Context: an optimization exercise on an open-source flow, tuned for small area, a short achievable clock period and few clock cycles per item. The choices shown serve that exercise and are no tape-out recipe.
Only simulation tests tie the RTL to the original design; equivalence was not proved.
No activity file was given, so power comes from the tool's default toggle rates.

==> flow/design.v <==
package slam_pkg;
  localparam int RSA_DW = 32;
  localparam int ROW_LEN = 10;
  localparam int PLB_AW = 32;
  localparam int PLB_RD_LATENCY = 1;
  typedef logic signed [RSA_DW-1:0] slam_word_t;
  typedef enum logic [2:0] {
    STAGE_IDLE = 3'd0,
    STAGE_PRD  = 3'd1,
    STAGE_NEW  = 3'd2,
    STAGE_UPD  = 3'd3
  } stage_code_t;
  localparam logic [PLB_AW-1:0] POSE_BASE  = 32'd0;
  localparam logic [PLB_AW-1:0] LM_BASE    = 32'd3;
  localparam logic [PLB_AW-1:0] INNOV_BASE = 32'd1020;
  function automatic [PLB_AW-1:0] lm_addr(input [ROW_LEN-1:0] l_k);
    lm_addr = LM_BASE + {{(PLB_AW-ROW_LEN-1){1'b0}}, l_k, 1'b0};
  endfunction
  typedef struct packed {
    stage_code_t            stage;
    logic [ROW_LEN-1:0]     l_k;
    slam_word_t             rk;
    slam_word_t             phi;
  } stage_cmd_t;
  typedef struct packed {
    slam_word_t x;
    slam_word_t y;
    slam_word_t theta;
    slam_word_t lx;
    slam_word_t ly;
  } nl_operand_t;
  typedef struct packed {
    slam_word_t result_0;
    slam_word_t result_1;
    slam_word_t result_2;
    slam_word_t result_3;
    slam_word_t result_4;
    slam_word_t result_5;
  } nl_raw_t;
  typedef struct packed {
    slam_word_t rsv_0;
    slam_word_t d_theta;
    slam_word_t d_x;
    slam_word_t d_y;
    slam_word_t rsv_4;
    slam_word_t rsv_5;
  } nl_prd_view_t;
  typedef struct packed {
    slam_word_t rsv_0;
    slam_word_t rsv_1;
    slam_word_t off_y;
    slam_word_t off_x;
    slam_word_t rsv_4;
    slam_word_t rsv_5;
  } nl_new_view_t;
  typedef struct packed {
    slam_word_t pred_range;
    slam_word_t pred_bearing;
    slam_word_t rsv_2;
    slam_word_t rsv_3;
    slam_word_t rsv_4;
    slam_word_t rsv_5;
  } nl_upd_view_t;
  typedef union packed {
    nl_raw_t      raw;
    nl_prd_view_t prd;
    nl_new_view_t newlm;
    nl_upd_view_t upd;
  } nl_result_u;
  typedef struct packed {
    slam_word_t [2:0]     words;
    logic [PLB_AW-1:0]    base;
    logic [1:0]           cnt;
  } est_bundle_t;
endpackage
`timescale 1ns/1ps
module ekf_slam_core (
  input  logic          clk,
  input  logic          sys_rst,
  input  logic          i_stage_valid,
  input  logic [76:0]   i_stage_cmd,
  input  logic [31:0]   i_plb_dout,
  input  logic          i_nl_done,
  input  logic [191:0]  i_nl_result,
  output logic          o_stage_ready,
  output logic          o_plb_en,
  output logic          o_plb_we,
  output logic [31:0]   o_plb_addr,
  output logic [31:0]   o_plb_din,
  output logic          o_nl_init,
  output logic [2:0]    o_nl_stage,
  output logic [159:0]  o_nl_operand
);
  logic [2:0]  in_stage;
  logic [9:0]  in_lk;
  logic [31:0] in_rk, in_phi;
  assign in_stage = i_stage_cmd[76:74];
  assign in_lk    = i_stage_cmd[73:64];
  assign in_rk    = i_stage_cmd[63:32];
  assign in_phi   = i_stage_cmd[31:0];
  logic in_prd, in_new, in_upd, in_legal;
  assign in_prd   = (in_stage == 3'd1);
  assign in_new   = (in_stage == 3'd2);
  assign in_upd   = (in_stage == 3'd3);
  assign in_legal = in_prd | in_new | in_upd;
  logic [31:0] r0, r1, r2, r3;
  assign r0 = i_nl_result[191:160];
  assign r1 = i_nl_result[159:128];
  assign r2 = i_nl_result[127:96];
  assign r3 = i_nl_result[95:64];
  logic        nl_busy;
  logic        c_prd, c_new, c_upd;
  logic [9:0]  c_lk;
  logic [31:0] c_rk, c_phi;
  logic [31:0] px, py, pt;
  logic        pv;
  logic [1:0]  pp;
  logic [31:0] lx, ly;
  logic [9:0]  tag;
  logic        lxv, lyv;
  logic        lw_q;
  logic        rq_x, rq_y, rq_t, rq_lx, rq_ly;
  logic [1:0]  pw;
  logic [1:0]  ww;
  logic        w_upd;
  logic [9:0]  w_lk;
  logic busy_prd, busy_nu, m_done, all_done, idle;
  assign busy_prd = nl_busy & c_prd;
  assign busy_nu  = nl_busy & ~c_prd;
  assign m_done   = nl_busy & i_nl_done;
  assign all_done = ~nl_busy & (pw == 2'd0) & (ww == 2'd0);
  assign idle     = all_done & ~i_stage_valid;
  logic lx_fly, ly_fly, rd_pose, rd_lx, rd_ly, rd_any;
  assign lx_fly  = rq_lx;
  assign ly_fly  = rq_ly;
  assign rd_pose = ~pv & (pp != 2'd3);
  assign rd_lx   = ~rd_pose & lw_q & ~lxv & ~lx_fly;
  assign rd_ly   = ~rd_pose & ~rd_lx & lw_q & ~lyv & ~ly_fly;
  assign rd_any  = rd_pose | rd_lx | rd_ly;
  logic dl_w, wr_ww, wr_pw, rd;
  assign dl_w  = (busy_prd & (pw != 2'd0)) | (busy_nu & (ww != 2'd0));
  assign wr_ww = dl_w ? busy_nu  : (~rd_any & (ww != 2'd0));
  assign wr_pw = dl_w ? busy_prd : (~rd_any & (ww == 2'd0) & (pw != 2'd0));
  assign rd    = ~dl_w & rd_any;
  logic w_ovl, l_haz, snoop;
  assign w_ovl = w_upd ? (tag[9:1] == 9'd254) : (w_lk == tag);
  assign l_haz = (ww != 2'd0) & w_ovl;
  assign snoop = wr_ww & w_ovl;
  logic lk_match, l_ok;
  assign lk_match = (in_lk == tag);
  assign l_ok     = lk_match & lxv & lyv & ~l_haz;
  logic pw_ok, go_prd, go_new, go_upd, go;
  assign pw_ok  = (pw[1] == 1'b0) | ((pw == 2'd2) & (ww == 2'd0) & ~rd_any);
  assign go_prd = pw_ok & (~nl_busy | (i_nl_done & ~c_prd));
  assign go_new = ~nl_busy & (~ww[1] | ~rd_any);
  assign go_upd = ~nl_busy & ~ww[1] & l_ok;
  assign go     = pv & ((in_prd & go_prd) | (in_new & go_new) | (in_upd & go_upd));
  logic accept;
  assign accept = i_stage_valid & go;
  assign o_stage_ready = i_stage_valid ? (go | ~in_legal) : all_done;
  assign o_nl_init     = accept;
  assign o_nl_stage    = in_stage;
  assign o_nl_operand  = {px, py, pt, lx, ly};
  logic [11:0] w_la, t_la;
  assign w_la = {1'b0, w_lk, 1'b1} + {10'd0, 1'b1, ~ww[1]};
  assign t_la = {1'b0, tag, 1'b1} + {10'd0, 1'b1, ~rd_lx};
  logic din_ww;
  assign din_ww = (ww != 2'd0) & ~(busy_prd & (pw != 2'd0));
  logic [11:0] waddr, raddr, addr;
  always_comb begin
    if (din_ww) begin
      waddr = w_upd ? {11'd510, ~ww[1]} : w_la;
    end else begin
      waddr = {10'd0, ~pw};
    end
    if (rd_pose)    raddr = {10'd0, pp};
    else            raddr = t_la;
  end
  assign addr = (wr_ww | wr_pw) ? waddr : raddr;
  always_comb begin
    if (din_ww)          o_plb_din = ww[1] ? c_rk : c_phi;
    else if (pw == 2'd3) o_plb_din = px;
    else if (pw == 2'd2) o_plb_din = py;
    else                 o_plb_din = pt;
  end
  assign o_plb_en   = wr_ww | wr_pw | (rd & i_stage_valid);
  assign o_plb_we   = wr_ww | wr_pw;
  assign o_plb_addr = {20'd0, addr};
  logic [31:0] a0, b0, a1, b1, sum0, sum1;
  logic [32:0] s0w, s1w;
  assign a0   = c_upd ? c_rk  : px;
  assign a1   = c_upd ? c_phi : py;
  assign b0   = ({32{c_prd}} & r2) | ({32{c_new}} & r3) | ({32{c_upd}} & ~r0);
  assign b1   = ({32{c_prd}} & r3) | ({32{c_new}} & r2) | ({32{c_upd}} & ~r1);
  assign s0w  = {a0, 1'b1} + {b0, c_upd};
  assign s1w  = {a1, 1'b1} + {b1, c_upd};
  assign sum0 = s0w[32:1];
  assign sum1 = s1w[32:1];
  logic kill_l;
  assign kill_l = (i_stage_valid & in_upd & ~lk_match) | snoop;
  always_ff @(posedge clk) begin
    if (sys_rst) begin
      nl_busy <= 1'b0;
      pw      <= 2'd0;
      ww      <= 2'd0;
      pv      <= 1'b0;
      pp      <= 2'd0;
      lxv     <= 1'b0;
      lyv     <= 1'b0;
      rq_x    <= 1'b0;
      rq_y    <= 1'b0;
      rq_t    <= 1'b0;
      rq_lx   <= 1'b0;
      rq_ly   <= 1'b0;
      lw_q    <= 1'b0;
    end else begin
      if (accept)      nl_busy <= 1'b1;
      else if (m_done) nl_busy <= 1'b0;
      if (m_done & c_prd) pw <= 2'd3;
      else if (wr_pw)     pw <= pw - 2'd1;
      if (m_done & ~c_prd) ww <= 2'd2;
      else if (wr_ww)      ww <= ww - 2'd1;
      lw_q <= i_stage_valid & in_upd;
      if (idle) begin
        pv   <= 1'b0;
        pp   <= 2'd0;
        lxv  <= 1'b0;
        lyv  <= 1'b0;
        rq_x <= 1'b0;
        rq_y <= 1'b0;
        rq_t <= 1'b0;
        rq_lx <= 1'b0;
        rq_ly <= 1'b0;
      end else begin
        rq_x  <= rd & i_stage_valid & rd_pose & (pp == 2'd0);
        rq_y  <= rd & i_stage_valid & rd_pose & (pp == 2'd1);
        rq_t  <= rd & i_stage_valid & rd_pose & (pp == 2'd2);
        rq_lx <= rd & i_stage_valid & rd_lx & ~kill_l;
        rq_ly <= rd & i_stage_valid & rd_ly & ~kill_l;
        if (rd & i_stage_valid & rd_pose) pp <= pp + 2'd1;
        if (rq_t) pv <= 1'b1;
        if (kill_l) begin
          lxv <= 1'b0;
          lyv <= 1'b0;
        end else begin
          if (lx_fly) lxv <= 1'b1;
          if (ly_fly) lyv <= 1'b1;
        end
      end
    end
  end
  always_ff @(posedge clk) begin
    if (i_stage_valid & in_upd & ~lk_match) tag <= in_lk;
  end
  always_ff @(posedge clk) begin
    if (rq_x)                  px <= i_plb_dout;
    if (rq_y)                  py <= i_plb_dout;
    if (rq_t)                  pt <= i_plb_dout;
    if (lx_fly)                lx <= i_plb_dout;
    if (ly_fly)                ly <= i_plb_dout;
    if (m_done && c_prd) begin
      px <= sum0;
      py <= sum1;
      pt <= pt + r1;
    end
    if (~nl_busy | i_nl_done) begin
      c_prd <= in_prd;
      c_new <= in_new;
      c_upd <= in_upd;
      c_lk  <= in_lk;
    end
    if (m_done && !c_prd) begin
      c_rk  <= sum0;
      c_phi <= sum1;
    end else if (~busy_nu & ((ww == 2'd0) | ((ww == 2'd1) & wr_ww))) begin
      c_rk  <= in_rk;
      c_phi <= in_phi;
    end
    if (m_done && !c_prd) begin
      w_upd <= c_upd;
      w_lk  <= c_lk;
    end
  end
endmodule
clock: 5.0 ns
lec_check: 0
cap_margin: 20
core_margin: 2
core_utilization: 40
setup_slack_margin: 1.2
slew_margin: 20
standard.sh (not shown) runs the stock make flow with config.mk's settings and CLKGATE_MAP_FILE= SYNTH_SCRIPT=/design/flow/synth_recipe.tcl, a recipe that flattens the netlist after the stock synthesis.
==> flow/flow/run.sh <==
#!/bin/bash
# Standard layout, with plain buffers (buf_1) on the ports in place of the
# delay buffers buffer_ports picks by default.
set -euo pipefail
export BUFFER_PORTS_ARGS="-buffer_cell sky130_fd_sc_hd__buf_1"
bash standard.sh > standard.log 2>&1
The baseline went through all stages and came out clean.
Testbench counts at the start, summed over its fixed seeds: cycles 11,126, commands 1,920.
Change:
--- a/flow/design.v
+++ b/flow/design.v
@@ -161,9 +161,11 @@
   assign o_nl_init     = accept;
   assign o_nl_stage    = in_stage;
   assign o_nl_operand  = {px, py, pt, lx, ly};
-  logic [11:0] w_la, t_la;
+  logic [11:0] w_la;
+  logic [10:0] t_p1, t_p2;
   assign w_la = {1'b0, w_lk, 1'b1} + {10'd0, 1'b1, ~ww[1]};
-  assign t_la = {1'b0, tag, 1'b1} + {10'd0, 1'b1, ~rd_lx};
+  assign t_p1 = {1'b0, tag} + 11'd1;
+  assign t_p2 = {1'b0, tag} + 11'd2;
   logic din_ww;
   assign din_ww = (ww != 2'd0) & ~(busy_prd & (pw != 2'd0));
   logic [11:0] waddr, raddr, addr;
@@ -174,7 +176,8 @@
       waddr = {10'd0, ~pw};
     end
     if (rd_pose)    raddr = {10'd0, pp};
-    else            raddr = t_la;
+    else if (rd_lx) raddr = {t_p1, 1'b1};
+    else            raddr = {t_p2, 1'b0};
   end
   assign addr = (wr_ww | wr_pw) ? waddr : raddr;
   always_comb begin
@@ -187,15 +190,14 @@
   assign o_plb_we   = wr_ww | wr_pw;
   assign o_plb_addr = {20'd0, addr};
   logic [31:0] a0, b0, a1, b1, sum0, sum1;
-  logic [32:0] s0w, s1w;
+  logic [31:0] sum2;
   assign a0   = c_upd ? c_rk  : px;
   assign a1   = c_upd ? c_phi : py;
   assign b0   = ({32{c_prd}} & r2) | ({32{c_new}} & r3) | ({32{c_upd}} & ~r0);
   assign b1   = ({32{c_prd}} & r3) | ({32{c_new}} & r2) | ({32{c_upd}} & ~r1);
-  assign s0w  = {a0, 1'b1} + {b0, c_upd};
-  assign s1w  = {a1, 1'b1} + {b1, c_upd};
-  assign sum0 = s0w[32:1];
-  assign sum1 = s1w[32:1];
+  ekf_add u_add0 (.a(a0), .b(b0), .ci(c_upd), .s(sum0));
+  ekf_add u_add1 (.a(a1), .b(b1), .ci(c_upd), .s(sum1));
+  ekf_add u_add2 (.a(pt), .b(r1), .ci(1'b0),  .s(sum2));
   logic kill_l;
   assign kill_l = (i_stage_valid & in_upd & ~lk_match) | snoop;
   always_ff @(posedge clk) begin
@@ -261,7 +263,7 @@
     if (m_done && c_prd) begin
       px <= sum0;
       py <= sum1;
-      pt <= pt + r1;
+      pt <= sum2;
     end
     if (~nl_busy | i_nl_done) begin
       c_prd <= in_prd;
@@ -282,3 +284,29 @@
     end
   end
 endmodule
+module ekf_add (
+  input  logic [31:0] a,
+  input  logic [31:0] b,
+  input  logic        ci,
+  output logic [31:0] s
+);
+  logic [31:0] g [0:5];
+  logic [31:0] p [0:5];
+  logic [31:0] h;
+  assign h    = a ^ b;
+  assign g[0] = (a & b) | {31'd0, h[0] & ci};
+  assign p[0] = h;
+  for (genvar l = 0; l < 5; l++) begin : lv
+    for (genvar i = 0; i < 32; i++) begin : bt
+      if (((i >> l) & 1) == 1) begin : c
+        localparam int J = ((i >> l) << l) - 1;
+        assign g[l+1][i] = g[l][i] | (p[l][i] & g[l][J]);
+        assign p[l+1][i] = p[l][i] & p[l][J];
+      end else begin : n
+        assign g[l+1][i] = g[l][i];
+        assign p[l+1][i] = p[l][i];
+      end
+    end
+  end
+  assign s = h ^ {g[5][30:0], ci};
+endmodule
Effect: The changed run finished with timing, DRC and antenna clean. Register-to-register slack is better by 0.10 ns. Sequential share of layout area rises by 2.2 points. Routed wire length went down by 14%. Total power is lower by 1.7%. Setup slack improved by 0.089 ns. Clock skew stays flat. Clock power went up by about 4%. Cell area goes down by 5.9%. Die area drops by 5.1%. Area after synthesis shrinks by 5.2%. Final cell count goes down by 8.4%. Synthesized cell count decreases by 12%.
Testbench counts after the change, summed over its fixed seeds: cycles 11,126, commands 1,920.

[port drivers added, routing unchanged]
No port has a modelled driver above. Below, the same layouts with a new extraction and two added sets of constraints.
Step 1: set_driving_cell puts a clkbuf_16 on clk and a buf_2 on each other input, an assumption about the parent block.
Step 2 adds t to the input delays and takes it off the output delays; t is the mean of the earliest and latest rising clock arrival at the registers after step 1. Input paths then give back, and output paths get back, about the clock's delay inside the block.
a / b / c = ideal ports / drivers / drivers and shift; a / b = the first two.
run	shift t [ns]	setup WS [ns]	worst setup path after step 2	clock arrival spread, ns	worst data-port slew with drivers (ns)
the first run	0.599	1.187 / 1.125 / 0.896	input to register	0.019 / 0.019	0.07
the second run	0.599	1.276 / 1.216 / 0.797	input to register	0.018 / 0.019	0.10
After both steps setup and hold are still met in every run listed. For the second run, which loses most, drivers alone change the setup slack by -0.060 ns; drivers and shift together by -0.479 ns.
